This design comes from an exercise in tuning for small area on the open sky130 flow, not from production work.
Only simulation tests tie the RTL to the original design; equivalence was not proved.
No driver is modelled on the clock port, so clocking that relies on it looks cheaper here than on a real chip.
Power and IR drop assume default switching activity.

==> inputs of v24 <==
==> flow/design.v <==
module object_bounds #(
  parameter int LABEL_WIDTH = 8,
  parameter int MAX_LABELS  = 64,
  parameter int COORD_WIDTH = 10,
  parameter int COUNT_WIDTH = 20
) (
  input  logic                   clk,
  input  logic                   reset,
  input  logic                   en,
  input  logic                   vsync,
  input  logic [COORD_WIDTH-1:0] x,
  input  logic [COORD_WIDTH-1:0] y,
  input  logic [LABEL_WIDTH-1:0] label,
  output logic                   out_valid,
  input  logic                   out_ready,
  output logic [LABEL_WIDTH-1:0] out_label,
  output logic [COORD_WIDTH-1:0] out_x_min,
  output logic [COORD_WIDTH-1:0] out_x_max,
  output logic [COORD_WIDTH-1:0] out_y_min,
  output logic [COORD_WIDTH-1:0] out_y_max,
  output logic [COUNT_WIDTH-1:0] out_count,
  output logic                   busy,
  output logic                   overflow
);
  localparam int IDX_W = $clog2(MAX_LABELS);
  localparam int CW    = COORD_WIDTH;
  localparam int NW    = COUNT_WIDTH;
  localparam int NE    = MAX_LABELS - 1;      
  localparam int EW    = 4 * CW + NW;
  localparam int NG    = NE / 3;              
  localparam int HW    = 5;                   
  logic [NE:1]   tbl_valid;
  logic [EW-1:0] tbl [NE:1];
  logic             vsync_d;
  logic [IDX_W-1:0] idx;
  logic             p_hit;
  logic [IDX_W-1:0] p_lab;
  logic [CW-1:0]    p_x;
  logic [CW-1:0]    p_y;
  logic [IDX_W-1:0] addr;
  logic [NE:1]      sel;
  logic [EW:0]      rd_all;
  logic [EW-1:0]    rd;
  logic             rd_valid;
  logic [CW-1:0]    r_x_min, r_x_max, r_y_min, r_y_max;
  logic [NW-1:0]    r_count;
  logic [EW-1:0]    wd;
  logic [NE:1]      we;
  logic [NE:1]      we_n;
  logic [EW-1:0]    tbl_d [NE:1];
  logic             frame_end;
  logic             pend1;
  logic             p_is1;
  logic             c_rd, c_wd, c_t1;
  logic [EW-1:0]    rec;
  logic             accept;
  logic             advance;
  logic             last;
  assign frame_end = vsync & ~vsync_d;
  assign addr = p_hit ? p_lab : idx;
  always_comb begin
    for (int i = 1; i <= NE; i++) sel[i] = (addr == IDX_W'(i));
  end
  for (genvar b = 0; b <= EW; b++) begin : g_rd
    logic [NG-1:0] z;
    for (genvar k = 0; k < NG; k++) begin : g_grp
      if (b == EW) begin : g_v
        ob_aoi3 u_aoi (
          .a0(tbl_valid[3*k+1]), .s0(sel[3*k+1]),
          .a1(tbl_valid[3*k+2]), .s1(sel[3*k+2]),
          .a2(tbl_valid[3*k+3]), .s2(sel[3*k+3]),
          .z (z[k])
        );
      end else begin : g_d
        ob_aoi3 u_aoi (
          .a0(tbl[3*k+1][b]), .s0(sel[3*k+1]),
          .a1(tbl[3*k+2][b]), .s1(sel[3*k+2]),
          .a2(tbl[3*k+3][b]), .s2(sel[3*k+3]),
          .z (z[k])
        );
      end
    end
    assign rd_all[b] = ~&z;
  end
  assign rd       = rd_all[EW-1:0];
  assign rd_valid = rd_all[EW];
  assign {r_count, r_y_max, r_y_min, r_x_max, r_x_min} = rd;
  always_comb begin
    if (rd_valid) begin
      wd = {(&r_count) ? r_count : r_count + NW'(1),
            (p_y > r_y_max) ? p_y : r_y_max,
            (p_y < r_y_min) ? p_y : r_y_min,
            (p_x > r_x_max) ? p_x : r_x_max,
            (p_x < r_x_min) ? p_x : r_x_min};
    end else begin
      wd = {NW'(1), p_y, p_y, p_x, p_x};
    end
  end
  assign we   = sel & {NE{p_hit}};
  assign we_n = ~we;
  for (genvar i = 1; i <= NE; i++) begin : g_hold
    for (genvar j = 0; j < EW / HW; j++) begin : g_slice
      ob_hold #(.W(HW)) u_hold (
        .we  (we[i]),
        .we_n(we_n[i]),
        .d   (wd[j*HW +: HW]),
        .q   (tbl[i][j*HW +: HW]),
        .o   (tbl_d[i][j*HW +: HW])
      );
    end
  end
  assign pend1 = busy & p_hit;
  assign p_is1 = (p_lab == IDX_W'(1));
  assign c_rd  = busy & ~p_hit;
  assign c_wd  = pend1 & p_is1;
  assign c_t1  = pend1 & ~p_is1;
  logic [CW-1:0] t1_x_min, t1_x_max, t1_y_min, t1_y_max;
  logic [NW-1:0] t1_count;
  logic [EW-1:0] wd1;
  assign {t1_count, t1_y_max, t1_y_min, t1_x_max, t1_x_min} = tbl[1];
  always_comb begin
    if (tbl_valid[1]) begin
      wd1 = {(&t1_count) ? t1_count : t1_count + NW'(1),
             (p_y > t1_y_max) ? p_y : t1_y_max,
             (p_y < t1_y_min) ? p_y : t1_y_min,
             (p_x > t1_x_max) ? p_x : t1_x_max,
             (p_x < t1_x_min) ? p_x : t1_x_min};
    end else begin
      wd1 = {NW'(1), p_y, p_y, p_x, p_x};
    end
  end
  assign rec = (rd & {EW{c_rd}}) | (wd1 & {EW{c_wd}}) | (tbl[1] & {EW{c_t1}});
  assign {out_count, out_y_max, out_y_min, out_x_max, out_x_min} = rec;
  assign out_valid = (c_rd & rd_valid) | c_wd | (c_t1 & tbl_valid[1]);
  assign out_label = LABEL_WIDTH'(idx);
  assign accept  = out_valid & out_ready;
  assign advance = busy & (~out_valid | out_ready);
  assign last    = (idx == IDX_W'(NE));
  always_ff @(posedge clk or posedge reset) begin
    if (reset) begin
      vsync_d   <= 1'b0;
      busy      <= 1'b0;
      overflow  <= 1'b0;
      idx       <= '0;
      p_hit     <= 1'b0;
      tbl_valid <= '0;
    end else begin
      vsync_d <= vsync;
      p_hit   <= ~busy & en & (label != '0) & (label[LABEL_WIDTH-1:IDX_W] == '0);
      if (!busy) begin
        if (frame_end) begin
          busy <= 1'b1;
          idx  <= IDX_W'(1);
        end
      end else if (advance) begin
        idx <= idx + IDX_W'(1);
        if (last) begin
          busy     <= 1'b0;
          overflow <= 1'b0;
        end
      end
      if (~busy & en & (label[LABEL_WIDTH-1:IDX_W] != '0)) overflow <= 1'b1;
      for (int i = 1; i <= NE; i++) begin
        if (we[i]) tbl_valid[i] <= 1'b1;
        if (accept && (p_hit ? (i == 1) : sel[i])) tbl_valid[i] <= 1'b0;
      end
    end
  end
  always_ff @(posedge clk) begin
    p_lab <= label[IDX_W-1:0];
    p_x   <= x;
    p_y   <= y;
    for (int i = 1; i <= NE; i++) tbl[i] <= tbl_d[i];
  end
endmodule
module ob_aoi3 (
  input  logic a0, s0,
  input  logic a1, s1,
  input  logic a2, s2,
  output logic z
);
  assign z = ~((a0 & s0) | (a1 & s1) | (a2 & s2));
endmodule
module ob_hold #(
  parameter int W = 1
) (
  input  logic         we,
  input  logic         we_n,
  input  logic [W-1:0] d,
  input  logic [W-1:0] q,
  output logic [W-1:0] o
);
  assign o = (d & {W{we}}) | (q & {W{we_n}});
endmodule
==> flow/run.sh <==
#!/bin/bash
# synth_recipe.tcl (not shown) runs the flow's synth.tcl, then flattens the netlist and writes it again
# the make line also repeats each setting of config.mk as NAME=value (left out here)
make -C /OpenROAD-flow-scripts/flow DESIGN_CONFIG=/design/flow/config.mk WORK_HOME=/design/flow/orfs CLKGATE_MAP_FILE= SYNTH_SCRIPT=/design/flow/synth_recipe.tcl finish
==> flow/config.mk <==
export PLATFORM = sky130hd
export DESIGN_NAME = object_bounds
export DESIGN_NICKNAME = object_bounds
export VERILOG_FILES = /design/flow/design.v
export SDC_FILE = /design/flow/constraint.sdc
export NUM_CORES = 8
export LEC_CHECK = 0
export CAP_MARGIN = 20
export CORE_MARGIN = 2
export CORE_UTILIZATION = 55
export CTS_BUF_LIST = sky130_fd_sc_hd__clkbuf_16
export CTS_CLUSTER_DIAMETER = 80
export CTS_CLUSTER_SIZE = 25
export PLACE_DENSITY = 0.65
export SLEW_MARGIN = 20
export SYNTH_HIERARCHICAL = 1
export SYNTH_MINIMUM_KEEP_SIZE = 0
==> flow/constraint.sdc <==
create_clock -name core_clock -period 8.0 [get_ports {clk}]
set_input_delay 1.6000 -clock core_clock [delete_from_list [all_inputs] [get_ports {clk}]]
set_output_delay 1.6000 -clock core_clock [all_outputs]
set_load 0.01 [all_outputs]
==> v37: changes against v24 <==
--- a/flow/design.v
+++ b/flow/design.v
@@ -34,11 +34,18 @@
   logic             vsync_d;
   logic [IDX_W-1:0] idx;
   logic             p_hit;
-  logic [IDX_W-1:0] p_lab;
+  logic             p_is1;
   logic [CW-1:0]    p_x;
   logic [CW-1:0]    p_y;
-  logic [IDX_W-1:0] addr;
-  logic [NE:1]      sel;
+  localparam int HA = IDX_W / 2;
+  localparam int HB = IDX_W - HA;
+  logic [(1<<HA)-1:0] a_hi;
+  logic [(1<<HB)-1:0] a_lo;
+  logic               p_hit_d;
+  logic               busy_d;
+  logic [IDX_W-1:0]   idx_d;
+  logic [IDX_W-1:0]   addr_d;
+  logic [NE:1]        sel;
   logic [EW:0]      rd_all;
   logic [EW-1:0]    rd;
   logic             rd_valid;
@@ -50,16 +57,14 @@
   logic [EW-1:0]    tbl_d [NE:1];
   logic             frame_end;
   logic             pend1;
-  logic             p_is1;
   logic             c_rd, c_wd, c_t1;
   logic [EW-1:0]    rec;
   logic             accept;
   logic             advance;
   logic             last;
   assign frame_end = vsync & ~vsync_d;
-  assign addr = p_hit ? p_lab : idx;
-  always_comb begin
-    for (int i = 1; i <= NE; i++) sel[i] = (addr == IDX_W'(i));
+  always_comb begin
+    for (int i = 1; i <= NE; i++) sel[i] = a_hi[i >> HB] & a_lo[i % (1 << HB)];
   end
   for (genvar b = 0; b <= EW; b++) begin : g_rd
     logic [NG-1:0] z;
@@ -110,7 +115,6 @@
     end
   end
   assign pend1 = busy & p_hit;
-  assign p_is1 = (p_lab == IDX_W'(1));
   assign c_rd  = busy & ~p_hit;
   assign c_wd  = pend1 & p_is1;
   assign c_t1  = pend1 & ~p_is1;
@@ -136,6 +140,21 @@
   assign accept  = out_valid & out_ready;
   assign advance = busy & (~out_valid | out_ready);
   assign last    = (idx == IDX_W'(NE));
+  always_comb begin
+    busy_d = busy;
+    idx_d  = idx;
+    if (!busy) begin
+      if (frame_end) begin
+        busy_d = 1'b1;
+        idx_d  = IDX_W'(1);
+      end
+    end else if (advance) begin
+      idx_d = idx + IDX_W'(1);
+      if (last) busy_d = 1'b0;
+    end
+  end
+  assign p_hit_d = ~busy & en & (label != '0) & (label[LABEL_WIDTH-1:IDX_W] == '0);
+  assign addr_d  = p_hit_d ? label[IDX_W-1:0] : idx_d;
   always_ff @(posedge clk or posedge reset) begin
     if (reset) begin
       vsync_d   <= 1'b0;
@@ -146,19 +165,10 @@
       tbl_valid <= '0;
     end else begin
       vsync_d <= vsync;
-      p_hit   <= ~busy & en & (label != '0) & (label[LABEL_WIDTH-1:IDX_W] == '0);
-      if (!busy) begin
-        if (frame_end) begin
-          busy <= 1'b1;
-          idx  <= IDX_W'(1);
-        end
-      end else if (advance) begin
-        idx <= idx + IDX_W'(1);
-        if (last) begin
-          busy     <= 1'b0;
-          overflow <= 1'b0;
-        end
-      end
+      p_hit   <= p_hit_d;
+      busy    <= busy_d;
+      idx     <= idx_d;
+      if (busy && advance && last) overflow <= 1'b0;
       if (~busy & en & (label[LABEL_WIDTH-1:IDX_W] != '0)) overflow <= 1'b1;
       for (int i = 1; i <= NE; i++) begin
         if (we[i]) tbl_valid[i] <= 1'b1;
@@ -167,7 +177,9 @@
     end
   end
   always_ff @(posedge clk) begin
-    p_lab <= label[IDX_W-1:0];
+    p_is1 <= (label[IDX_W-1:0] == IDX_W'(1));
+    a_hi  <= (1 << HA)'(1) << addr_d[IDX_W-1:HB];
+    a_lo  <= (1 << HB)'(1) << addr_d[HB-1:0];
     p_x   <= x;
     p_y   <= y;
     for (int i = 1; i <= NE; i++) tbl[i] <= tbl_d[i];
==> flow/flow/run.sh (new file) <==
#!/bin/bash
# Layout flow: the standard ORFS flow (standard.sh, unchanged synthesis)
# with these changes to how the layout is made:
#   * clock tree: clkbuf_16 leaf buffers driving clusters of up to 27
#     registers, without the dummy loads TritonCTS adds for balancing;
#   * port buffers: every input and output port still gets its own buffer,
#     a buf_1 instead of the default delay buffer;
#   * placement-time and CTS-time repair use buffers up to buf_6
#     (flow/small_buffers.tcl).
# Each ORFS step writes its full log under orfs/logs/; make's own output
# goes to flow_synth.log and flow_make.log in this folder.
set -euo pipefail

HOOK="$PWD/flow/small_buffers.tcl"
CTS="-sink_clustering_enable -repair_clock_nets -dont_use_dummy_load"
CTS="$CTS -sink_clustering_size 27 -sink_clustering_max_diameter 100"
CTS="$CTS -buf_list sky130_fd_sc_hd__clkbuf_16"

bash standard.sh synth > flow_synth.log 2>&1
bash standard.sh \
  "CTS_ARGS=$CTS" \
  "BUFFER_PORTS_ARGS=-buffer_cell sky130_fd_sc_hd__buf_1" \
  "PRE_GLOBAL_PLACE_TCL=$HOOK" \
  "PRE_RESIZE_TCL=$HOOK" \
  "PRE_CTS_TCL=$HOOK" \
  finish > flow_make.log 2>&1
==> flow/flow/small_buffers.tcl (new file) <==
# Keep placement-time repair to small buffers: the long, high-fanout nets of
# the table (selects, write data, write enables) are then split into more,
# smaller buffers instead of a few big ones.
set_dont_use [get_lib_cells {sky130_fd_sc_hd__buf_8 sky130_fd_sc_hd__buf_12 sky130_fd_sc_hd__buf_16 sky130_fd_sc_hd__bufbuf_8 sky130_fd_sc_hd__bufbuf_16 sky130_fd_sc_hd__bufinv_8 sky130_fd_sc_hd__bufinv_16}]
==> flow/standard.sh (new file) <==
#!/bin/bash
# synth_recipe.tcl (not shown) runs the flow's synth.tcl, then flattens the netlist and writes it again
# the make line also repeats each setting of config.mk as NAME=value (left out here)
make -C /OpenROAD-flow-scripts/flow DESIGN_CONFIG=/design/flow/config.mk WORK_HOME=/design/flow/orfs CLKGATE_MAP_FILE= SYNTH_SCRIPT=/design/flow/synth_recipe.tcl "${@:-finish}"
--- a/flow/config.mk
+++ b/flow/config.mk
@@ -8,9 +8,6 @@
 export CAP_MARGIN = 20
 export CORE_MARGIN = 2
 export CORE_UTILIZATION = 55
-export CTS_BUF_LIST = sky130_fd_sc_hd__clkbuf_16
-export CTS_CLUSTER_DIAMETER = 80
-export CTS_CLUSTER_SIZE = 25
 export PLACE_DENSITY = 0.65
 export SLEW_MARGIN = 20
 export SYNTH_HIERARCHICAL = 1
removed: flow/run.sh
==> run summary <==
Power of the combinational group: v24 10.0 mW; v37 8.10 mW
Final antenna diode count: v24 17; v37 27
Vias in the first global route: v24 112000; v37 112000
Mapped Avg Cell Area: v24 12.6 µm²; v37 12.5 µm²
Time the final worst path needs with I/O delays and setup: v24 8010 ps; v37 7690 ps
Area of the die: v24 246000 µm²; v37 247000 µm²
Outcome: v24 failed layout checks; v37 finished clean
Reasons for failing layout checks: v24 setup timing; v37 -
Path depth of the worst reg2reg path: v24 21; v37 19
Worst-case vdd ir drop: v24 0.678 mV; v37 0.416 mV
Routed wire per std cell: v24 41.5 µm; v37 40.6 µm
Flip-flop and latch share of the layout cell area: v24 52.3%; v37 53.7%
Number of violations reported at the end of detailed-routing iteration 0: v24 24600; v37 24200
Number of distinct library cells after synthesis: v24 65; v37 70
Met2 WL post-DR: v24 240 mm; v37 238 mm
Setup slack of the worst register-to-register path: v24 640 ps; v37 410 ps
Multiplexer share of the synthesized area: v24 0.229%; v37 0.201%
Setup TNS Final: v24 -8.37 ps; v37 0 ps
Dpl cells: v24 14300; v37 14400
Synthesized-area fraction occupied by ao, oa, aoi and oai cells: v24 36.0%; v37 35.8%
Final #Nets: v24 11400; v37 11500
Signal buf overhead: v24 3.86%; v37 2.19%
Clkbuf count: v24 182; v37 163
Setup skew after layout: v24 49.0 ps; v37 68.2 ps
Count of mapped cells out of synthesis: v24 10600; v37 10700

[static timing again, ports no longer ideal]
The flow's constraints put no driver on any port. The routed layouts listed below were extracted and timed again, unchanged, in two steps. Step 1 sets driving cells, clkbuf_16 on the clock port and buf_2 on the other inputs (assumed; they add their load-dependent delay and slew). Step 2, shift: input delay + t, output delay - t, t = (earliest + latest rising clock arrival at the registers) / 2. This alone moves slack from input paths to output paths. Slacks: no drivers / after step 1 / after step 2; pairs: no drivers / after step 1.
run | shift t [ns] | slack for setup (ns) | latest minus earliest clock arrival (ns) | cell pins on the clock port's net
v24 | 0.973 | -0.008 / -0.103 / 0.639 | 0.050 / 0.050 | 1
v37 | 0.962 | 0.308 / 0.209 / 0.412 | 0.069 / 0.069 | 1
